From an optimization exercise on the open Yosys and OpenROAD flow, aimed at small area and a short achievable clock period; shortcuts taken in it are not production practice.
Power figures rest on the tool's default switching activity, not on a simulated workload.

==> flow/design.v (excerpt) <==
module mode_banks_top (
    input  wire          clk,
    input  wire          rst,
    input  wire          reg_write,
    input  wire [23:0]   reg_wr,             
    input  wire          find_mode_req,
    input  wire [31:0]   meas,               
    output wire [3:0]    mode_match_safe,
    output wire          dirty_modes,
    output wire          mode_change,
    output wire          vid_mode_change,
    output wire [127:0]  timing
);
    wire [7:0]  wr_addr = reg_wr[23:16];
    wire [15:0] wr_data = reg_wr[15:0];
    logic [4*128-1:0] cfg;
    logic [3:0]       valid;
    logic [3:0]       dirty;
    logic             dirty_q;
    logic [3:0]       sel;        
    logic [3:0]       last;
    logic             change;
    logic             vchange;
    logic [127:0]     tim;
    logic [3:0]       ld;         
    logic [3:0]       ldx;        
    logic             hold;       
    logic [3:0] hit [9];
    always_comb begin
        for (int m = 0; m < 4; m++) begin
            for (int o = 0; o < 9; o++) begin
                hit[o][m] = reg_write && (wr_addr == 8'(4 + 9 * m + o));
            end
        end
    end
    for (genvar m = 0; m < 4; m++) begin : g_mode
        for (genvar o = 0; o < 8; o++) begin : g_field
            wire        we = hit[o][m] && !valid[m];
            wire [15:0] d;
            wire        wn = !we;
            for (genvar b = 0; b < 16; b++) begin : g_bit
                mb_hold1 i_hold (
                    .we  (we),
                    .wen (wn),
                    .wd  (wr_data[b]),
                    .q   (cfg[m*128 + (7-o)*16 + b]),
                    .d   (d[b])
                );
            end
            always_ff @(posedge clk) begin
                cfg[m*128 + (7-o)*16 +: 16] <= d;
            end
        end
    end
    logic [3:0] valid_n, dirty_n, match_n, sel_n, last_n, keep_n;
    logic       change_n;
    always_comb begin
        for (int m = 0; m < 4; m++) begin
  ...
Settings: LEC_CHECK=0, CAP_MARGIN=20, CORE_MARGIN=2, CORE_UTILIZATION=55, SETUP_SLACK_MARGIN=2.8, SLEW_MARGIN=20, SYNTH_HIERARCHICAL=1, SYNTH_MINIMUM_KEEP_SIZE=0; clock period 5.5 ns.
run.sh (not shown) runs the stock make flow with config.mk's settings and CLKGATE_MAP_FILE= SYNTH_SCRIPT=/design/flow/synth_recipe.tcl, a recipe that flattens the netlist after the stock synthesis.
Edit:
- CORE_UTILIZATION: 55 -> 40
Outcome:
- The new run went through all stages and came out clean
- die area went up by 37%
- critical path depth went up by 1
- register-to-register slack gets better by 0.07 ns
- wire length went up by 1.0%
- setup slack gets better by 0.072 ns
Function was not checked in any run of this note: the RTL went through the layout flow alone.

mode_banks_top, a different RTL version from the one above (not shown whole).
For scale: roughly 3200 cells after synthesis, roughly 200 I/O pins, ~31000 um2 of cells after synthesis.
==> flow/config.mk <==
export PLATFORM = sky130hd
export DESIGN_NAME = mode_banks_top
export DESIGN_NICKNAME = mode_banks_top
export VERILOG_FILES = /design/flow/design.v
export SDC_FILE = /design/flow/constraint.sdc
export NUM_CORES = 4
export LEC_CHECK = 0
export CAP_MARGIN = 20
export CORE_MARGIN = 2
export CORE_UTILIZATION = 40
export CTS_CLUSTER_DIAMETER = 80
export CTS_CLUSTER_SIZE = 24
export SETUP_SLACK_MARGIN = 2.5
export SLEW_MARGIN = 20
export SYNTH_HIERARCHICAL = 1
export SYNTH_MINIMUM_KEEP_SIZE = 0
==> flow/constraint.sdc <==
create_clock -name core_clock -period 5.5 [get_ports {clk}]
set_input_delay 1.1000 -clock core_clock [delete_from_list [all_inputs] [get_ports {clk}]]
set_output_delay 1.1000 -clock core_clock [all_outputs]
set_load 0.01 [all_outputs]
standard.sh (not shown) runs the stock make flow with config.mk's settings and CLKGATE_MAP_FILE= SYNTH_SCRIPT=/design/flow/synth_recipe.tcl, a recipe that flattens the netlist after the stock synthesis.
==> flow/flow/run.sh <==
#!/bin/bash
# The standard layout, except that the port buffers are buf_2 cells
# rather than the resizer's default pick (a slow delay buffer); repair may
# still resize them. Everything else is the standard flow unchanged.
set -euo pipefail
export BUFFER_PORTS_ARGS="-buffer_cell sky130_fd_sc_hd__buf_2"
bash standard.sh > standard.log 2>&1
The baseline completed without violations.
Next try:
CTS_CLUSTER_DIAMETER = not set   (was 80)
CTS_CLUSTER_SIZE = not set   (was 24)
Result: Design area went up by 4.2%. Total power goes up by 24%. Die area is unchanged. Global-route usage came out higher by 0.35 points. Synthesized cell count does not change. Cell count rose by 1.2%. Wire length climbs by 1.3%. First-iteration DRC count goes up by 9.6%.
Next try:
==> flow/flow/run.sh (replaced) <==
#!/bin/bash
# The standard layout (standard.sh) with two changes:
# - the port buffers are buf_2 cells rather than the resizer's default
#   pick (a slow delay buffer); repair may still resize them;
# - MATCH_CELL_FOOTPRINT=0, so the resizer may size a cell to any drive
#   strength, not only to one with the same footprint.
# Synthesis, floorplan, power grid, CTS and routing are otherwise unchanged.
set -euo pipefail
export BUFFER_PORTS_ARGS="-buffer_cell sky130_fd_sc_hd__buf_2"
sed 's/"${@:-finish}"/MATCH_CELL_FOOTPRINT=0 "${@:-finish}"/' standard.sh > standard_free.sh
grep -q 'MATCH_CELL_FOOTPRINT=0' standard_free.sh
bash standard_free.sh > standard.log 2>&1
CTS_CLUSTER_DIAMETER = 80   (was not set)
CTS_CLUSTER_SIZE = 24   (was not set)
Wire length drops by 0.85%.
Sequential share of layout area climbs by 1.5 points.
Combinational power is about the same.
Next try:
CTS_CLUSTER_DIAMETER = not set   (was 80)
CTS_CLUSTER_SIZE = not set   (was 24)
Effect: The new run finished with timing, DRC and antenna clean; clock-buffer cell count increases by 51; cell area increases by 3.2%; synthesized cell count stays the same; clock power increases by 48%; total power increases by 19%; critical path depth stays the same; routed wire length increases by 0.86%.
No functional check of the RTL was part of any run of this note.

[port drivers added, routing unchanged]
In the flow no input, the clock included, has a driving cell. The finished layouts below were timed again as built, in two steps. Step 1: set_driving_cell puts a clkbuf_16 on clk and a buf_2 on each other input, an assumption about the parent block. Step 2, shift: input delay + t, output delay - t, t = (earliest + latest rising clock arrival at the registers) / 2. This alone moves slack from input paths to output paths. Slacks: ideal ports / drivers / drivers and shift; pairs: ideal ports / drivers.
| run | shift t [ns] | slack for setup (ns) | slew at the worst register clock pin (ns) | pins driven straight from the clock port |
|---|---|---|---|---|
| the first run of note 1 | 0.676 | 2.350 / 2.350 / 2.113 | 0.07 / 0.07 | 1 |
| the second run of note 1 | 0.690 | 2.422 / 2.422 / 2.187 | 0.07 / 0.07 | 1 |
| the first run of note 2 | 0.663 | 2.358 / 2.308 / 1.645 | 0.10 / 0.10 | 1 |
| the second run of note 2 | 0.669 | 2.317 / 2.269 / 1.599 | 0.07 / 0.07 | 1 |
| the third run of note 2 | 0.663 | 2.315 / 2.363 / 1.700 | 0.10 / 0.10 | 1 |
| the fourth run of note 2 | 0.680 | 2.354 / 2.397 / 1.716 | 0.07 / 0.07 | 1 |
After both steps every run listed still meets setup and hold. The setup slack of the second run of note 2, which loses most, moves by -0.048 ns with the drivers and by -0.718 ns with both steps.
